Background: an optimization exercise with open tools, aiming at small area and a short achievable clock period. Do not read the settings as production practice.
At most, simulation tests tie the RTL to the original design; equivalence was not proved.
No driver is modelled on the clock port, so clocking that relies on it looks cheaper here than on a real chip.
Power is estimated from default activity; no workload was simulated.

Setup of violet:
Design bus_slave, start of the top module:
module bus_slave (
    input  logic CLK,
    input  logic RSTN,
    input  logic B_UTIL,
    input  logic B_RW,
    input  logic B_BUS_IN,
    output logic S_ACK,
    output logic S_BUS_OUT,
    output logic S_BSY
);
Size: about 2800 cells after synthesis, about 2100 flip-flops, about 8 I/O pins, ~48000 µm² of cells after synthesis.
export LEC_CHECK = 0
export CAP_MARGIN = 20
export CORE_MARGIN = 2
export CORE_UTILIZATION = 75
export CTS_BUF_LIST = sky130_fd_sc_hd__clkbuf_8
export CTS_CLUSTER_DIAMETER = 60
export CTS_CLUSTER_SIZE = 16
export SETUP_SLACK_MARGIN = 1.7
export SLEW_MARGIN = 20
create_clock -name core_clock -period 4.0 [get_ports {CLK}]
run.sh (not shown) runs the stock make flow with config.mk's settings and CLKGATE_MAP_FILE= SYNTH_SCRIPT=/design/flow/synth_recipe.tcl, a recipe that flattens the netlist after the stock synthesis.
violet finished every step from synthesis to the final layout, and the layout passed the timing, design-rule and antenna checks.
## Diff of input files: tundra against violet
Settings: SETUP_SLACK_MARGIN now 2.0, was 1.7.
==> comparison <==
tundra — fmax 1.8% higher, violet as reference. Changes observed in tundra relative to violet: number of flip-flops and latches now sits at about the same level; count of buffers not belonging to the clock network in the layout up 36. tundra vs. violet: register fraction of the total cell area went down by 1.3 points. NOTE: TritonCTS buffer count in tundra falls short of that of violet.
No run of this note included a check of the RTL's function; only the layout flow was run.

bus_slave, a different RTL version from the one above (not shown whole).
For scale: about 2800 cells after synthesis, roughly 2200 flip-flops, about 8 I/O pins, roughly 48000 um^2 of cells after synthesis.
// bus_slave
module bus_slave (
    input  logic CLK,
    input  logic RSTN,
    input  logic B_UTIL,
    input  logic B_RW,
    input  logic B_BUS_IN,
    output logic S_ACK,
    output logic S_BUS_OUT,
    output logic S_BSY
);
clock: 4.0 ns
lec_check: 0
cap_margin: 20
core_margin: 2
core_utilization: 70
setup_slack_margin: 2.4
slew_margin: 20
tns_end_percent: 5
standard.sh (not shown) runs the stock make flow with config.mk's settings and CLKGATE_MAP_FILE= SYNTH_SCRIPT=/design/flow/synth_recipe.tcl, a recipe that flattens the netlist after the stock synthesis.
==> flow/flow/run.sh <==
#!/bin/bash
# The standard layout with a faster clock tree: clock tree synthesis builds
# clkbuf_8 leaf buffers as usual, then flow/post_cts.tcl turns its root and its
# first tree level into inverters (four root inverters fed by the clock port).
set -euo pipefail
here=$(pwd)
export CTS_ARGS="-sink_clustering_enable -repair_clock_nets -sink_clustering_size 16 -sink_clustering_max_diameter 60 -buf_list {sky130_fd_sc_hd__clkbuf_8 sky130_fd_sc_hd__clkbuf_16} -root_buf sky130_fd_sc_hd__clkbuf_16 -tree_buf sky130_fd_sc_hd__clkbuf_16 -sink_clustering_buffer sky130_fd_sc_hd__clkbuf_8"
export POST_CTS_TCL="$here/flow/post_cts.tcl"
bash standard.sh > "$here/standard_flow.log" 2>&1
==> flow/flow/post_cts.tcl <==
# Runs after clock tree synthesis (POST_CTS_TCL). Clock tree synthesis builds a
# root buffer driving one level of tree buffers, which drive the leaf buffers.
# This turns the root and the tree level into inverters (two inversions, so the
# registers still see the clock's rising edge): the root becomes four inverters
# fed by the clock port, each driving the tree inverters of one quarter of the
# core. Inverters are single-stage cells, so the insertion delay shrinks, and the
# tree stays balanced: every register is three cells from the clock port.
proc replace_with { inst master_name } {
  set block [ord::get_db_block]
  set master [[ord::get_db] findMaster $master_name]
  set in [[$inst findITerm A] getNet]
  set out ""
  foreach it [$inst getITerms] { if { [[$it getMTerm] getIoType] eq "OUTPUT" } { set out [$it getNet] } }
  set loc [$inst getLocation]
  set name [$inst getName]
  odb::dbInst_destroy $inst
  set ni [odb::dbInst_create $block $master $name]
  $ni setLocation [lindex $loc 0] [lindex $loc 1]
  $ni setPlacementStatus PLACED
  $ni setSourceType TIMING
  [$ni findITerm A] connect $in
  foreach it [$ni getITerms] { if { [[$it getMTerm] getIoType] eq "OUTPUT" } { $it connect $out } }
  return $ni
}

proc invert_clock_tree { nroot root_master tree_master } {
  set block [ord::get_db_block]
  set master [[ord::get_db] findMaster $root_master]
  set clk [$block findNet CLK]
  set its [$clk getITerms]
  if { [llength $its] != 1 } { error "invert_clock_tree: CLK drives [llength $its] pins" }
  set root [[lindex $its 0] getInst]
  set rootnet ""
  foreach it [$root getITerms] { if { [[$it getMTerm] getIoType] eq "OUTPUT" } { set rootnet [$it getNet] } }
  set pts {}
  foreach it [$rootnet getITerms] {
    set t [$it getInst]
    if { $t eq $root } { continue }
    set bb [$t getBBox]
    lappend pts [list [expr {([$bb xMin] + [$bb xMax]) / 2}] [expr {([$bb yMin] + [$bb yMax]) / 2}] $t]
  }
  set groups [list $pts]
  set axis 0
  while { [llength $groups] < $nroot } {
    set ng {}
    foreach g $groups {
      set s [lsort -integer -index $axis $g]
      set h [expr {[llength $s] / 2}]
      lappend ng [lrange $s 0 [expr {$h - 1}]] [lrange $s $h end]
    }
    set groups $ng
    set axis [expr {1 - $axis}]
  }
  set k 0
  foreach g $groups {
    set sx 0; set sy 0
    foreach p $g { incr sx [lindex $p 0]; incr sy [lindex $p 1] }
    set cx [expr {$sx / [llength $g]}]; set cy [expr {$sy / [llength $g]}]
    set inst [odb::dbInst_create $block $master "clkroot_$k"]
    $inst setLocation $cx $cy
    $inst setPlacementStatus PLACED
    $inst setSourceType TIMING
    set net [odb::dbNet_create $block "clknet_root_$k"]
    $net setSigType CLOCK
    [$inst findITerm A] connect $clk
    foreach it [$inst getITerms] { if { [[$it getMTerm] getIoType] eq "OUTPUT" } { $it connect $net } }
    foreach p $g {
      set t [replace_with [lindex $p 2] $tree_master]
      set a [$t findITerm A]
      $a disconnect
      $a connect $net
    }
    puts "invert_clock_tree: clkroot_$k at ($cx $cy) drives [llength $g] tree inverters"
    incr k
  }
  odb::dbInst_destroy $root
  odb::dbNet_destroy $rootnet
}

invert_clock_tree 4 sky130_fd_sc_hd__inv_16 sky130_fd_sc_hd__inv_8
detailed_placement
check_placement -verbose
estimate_parasitics -placement
report_clock_skew
report_worst_slack -max
report_worst_slack -min
Next try:
TNS_END_PERCENT = default   (was 5)
The new run ran to the end with no violations.
Register-to-register slack improves by 70 ps.
Worst setup slack gets better by 44 ps.
Synthesized area does not change.
Sequential share of layout area fell by 0.84 points.
Sequential power barely changes.
Sequential cell count stays the same.
Next try:
--- a/flow/flow/run.sh
+++ b/flow/flow/run.sh
@@ -7 +7 @@
-export CTS_ARGS="-sink_clustering_enable -repair_clock_nets -sink_clustering_size 16 -sink_clustering_max_diameter 60 -buf_list {sky130_fd_sc_hd__clkbuf_8 sky130_fd_sc_hd__clkbuf_16} -root_buf sky130_fd_sc_hd__clkbuf_16 -tree_buf sky130_fd_sc_hd__clkbuf_16 -sink_clustering_buffer sky130_fd_sc_hd__clkbuf_8"
+export CTS_ARGS="-sink_clustering_enable -repair_clock_nets -sink_clustering_size 20 -sink_clustering_max_diameter 50 -buf_list {sky130_fd_sc_hd__clkbuf_8 sky130_fd_sc_hd__clkbuf_16} -root_buf sky130_fd_sc_hd__clkbuf_16 -tree_buf sky130_fd_sc_hd__clkbuf_16 -sink_clustering_buffer sky130_fd_sc_hd__clkbuf_8"
CORE_UTILIZATION = 75   (was 70)
After rerunning:
- The new run went through all stages and came out clean
- worst setup slack is worse by 68 ps
- global-route usage rises by 2.7 points
- worst hold slack improves by 15 ps
- first-iteration DRC count fell by 1.9%
- die area shrinks by 6.6%
- area after synthesis is unchanged
- power shrinks by 0.54%
- final cell count falls by 2.1%
- utilization went up by 4.7 points
- via count stays flat
- register-to-register slack got worse by 90 ps
Next try:
==> flow/flow/run.sh (replaced) <==
#!/bin/bash
# The standard layout with a faster clock tree: clock tree synthesis builds
# clkbuf_8 leaf buffers as usual, then flow/post_cts.tcl turns its root and its
# first tree level into inverters (four root inverters fed by the clock port)
# and runs the post-CTS timing repair on that final tree.
set -euo pipefail
here=$(pwd)
export CTS_ARGS="-sink_clustering_enable -repair_clock_nets -sink_clustering_size 16 -sink_clustering_max_diameter 60 -buf_list {sky130_fd_sc_hd__clkbuf_8 sky130_fd_sc_hd__clkbuf_16} -root_buf sky130_fd_sc_hd__clkbuf_16 -tree_buf sky130_fd_sc_hd__clkbuf_16 -sink_clustering_buffer sky130_fd_sc_hd__clkbuf_8"
export POST_CTS_TCL="$here/flow/post_cts.tcl"
export SKIP_CTS_REPAIR_TIMING=1
bash standard.sh > "$here/standard_flow.log" 2>&1
--- a/flow/flow/post_cts.tcl
+++ b/flow/flow/post_cts.tcl
@@ -81,0 +82,5 @@
+estimate_parasitics -placement
+# The timing repair that cts.tcl runs after clock tree synthesis is skipped
+# (SKIP_CTS_REPAIR_TIMING=1 in run.sh) and run here instead, on the final tree.
+repair_timing_helper
+detailed_placement
CORE_UTILIZATION = 70   (was 75)
Clock skew barely changes.
Setup slack improved by 62 ps.
Die area goes up by a little under a tenth.
Total power came out higher slightly.
Sequential cell count is unchanged.
First-iteration DRC count barely changes.
Maximum frequency is higher by a few percent.
Sequential power stays flat.
Next try:
==> flow/flow/run.sh (replaced) <==
#!/bin/bash
# The standard layout with a faster clock tree: clock tree synthesis builds
# clkbuf_4 leaf buffers as usual, then flow/post_cts.tcl turns its root and its
# first tree level into inverters (four root inverters fed by the clock port).
set -euo pipefail
here=$(pwd)
export CTS_ARGS="-sink_clustering_enable -repair_clock_nets -sink_clustering_size 10 -sink_clustering_max_diameter 40 -buf_list {sky130_fd_sc_hd__clkbuf_4 sky130_fd_sc_hd__clkbuf_16} -root_buf sky130_fd_sc_hd__clkbuf_16 -tree_buf sky130_fd_sc_hd__clkbuf_16 -sink_clustering_buffer sky130_fd_sc_hd__clkbuf_4"
export POST_CTS_TCL="$here/flow/post_cts.tcl"
bash standard.sh > "$here/standard_flow.log" 2>&1
--- a/flow/flow/post_cts.tcl
+++ b/flow/flow/post_cts.tcl
@@ -82,5 +81,0 @@
-estimate_parasitics -placement
-# The timing repair that cts.tcl runs after clock tree synthesis is skipped
-# (SKIP_CTS_REPAIR_TIMING=1 in run.sh) and run here instead, on the final tree.
-repair_timing_helper
-detailed_placement
CORE_UTILIZATION = 75   (was 70)
=>
- hold slack hardly moves
- total power drops by 0.75%
- worst setup slack is worse by 53 ps
- critical path depth climbs by 6
- design area fell by 0.74%
- wire length goes up by 7.2%
- combinational power went down by about 6%
- via count is higher by 2.8%
- maximum frequency shrinks by 3.1%

## separate check: timing with driven ports
The flow's constraints put no driver on any port. The routed layouts listed below were extracted and timed again, unchanged, in two steps. Step 1, drivers: a clkbuf_16 drives CLK and a buf_2 each remaining input, both assumed. Step 2 adds t to the input delays and takes it off the output delays; t is the mean of the earliest and latest rising clock arrival at the registers after step 1. Input paths then give back, and output paths get back, about the clock's delay inside the block. Slacks: ideal / step 1 / step 2; pairs: ideal / step 1.
run | t, ns | setup WS [ns] | slew at the worst register clock pin (ns)
violet | 0.861 | 1.722 / 1.722 / 1.572 | 0.11 / 0.11
tundra | 0.875 | 1.762 / 1.762 / 1.498 | 0.10 / 0.10
the first run of note 2 | 0.574 | 2.284 / 2.078 / 1.955 | 0.11 / 0.11
the second run of note 2 | 0.566 | 2.328 / 2.103 / 2.303 | 0.11 / 0.11
the third run of note 2 | 0.561 | 2.260 / 2.072 / 2.260 | 0.12 / 0.12
the fourth run of note 2 | 0.570 | 2.322 / 2.095 / 2.249 | 0.11 / 0.11
the fifth run of note 2 | 0.593 | 2.269 / 2.042 / 2.131 | 0.12 / 0.12
After both steps every run listed still meets setup and hold. For the first run of note 2, which loses most, drivers alone change the setup slack by -0.206 ns; drivers and shift together by -0.329 ns.
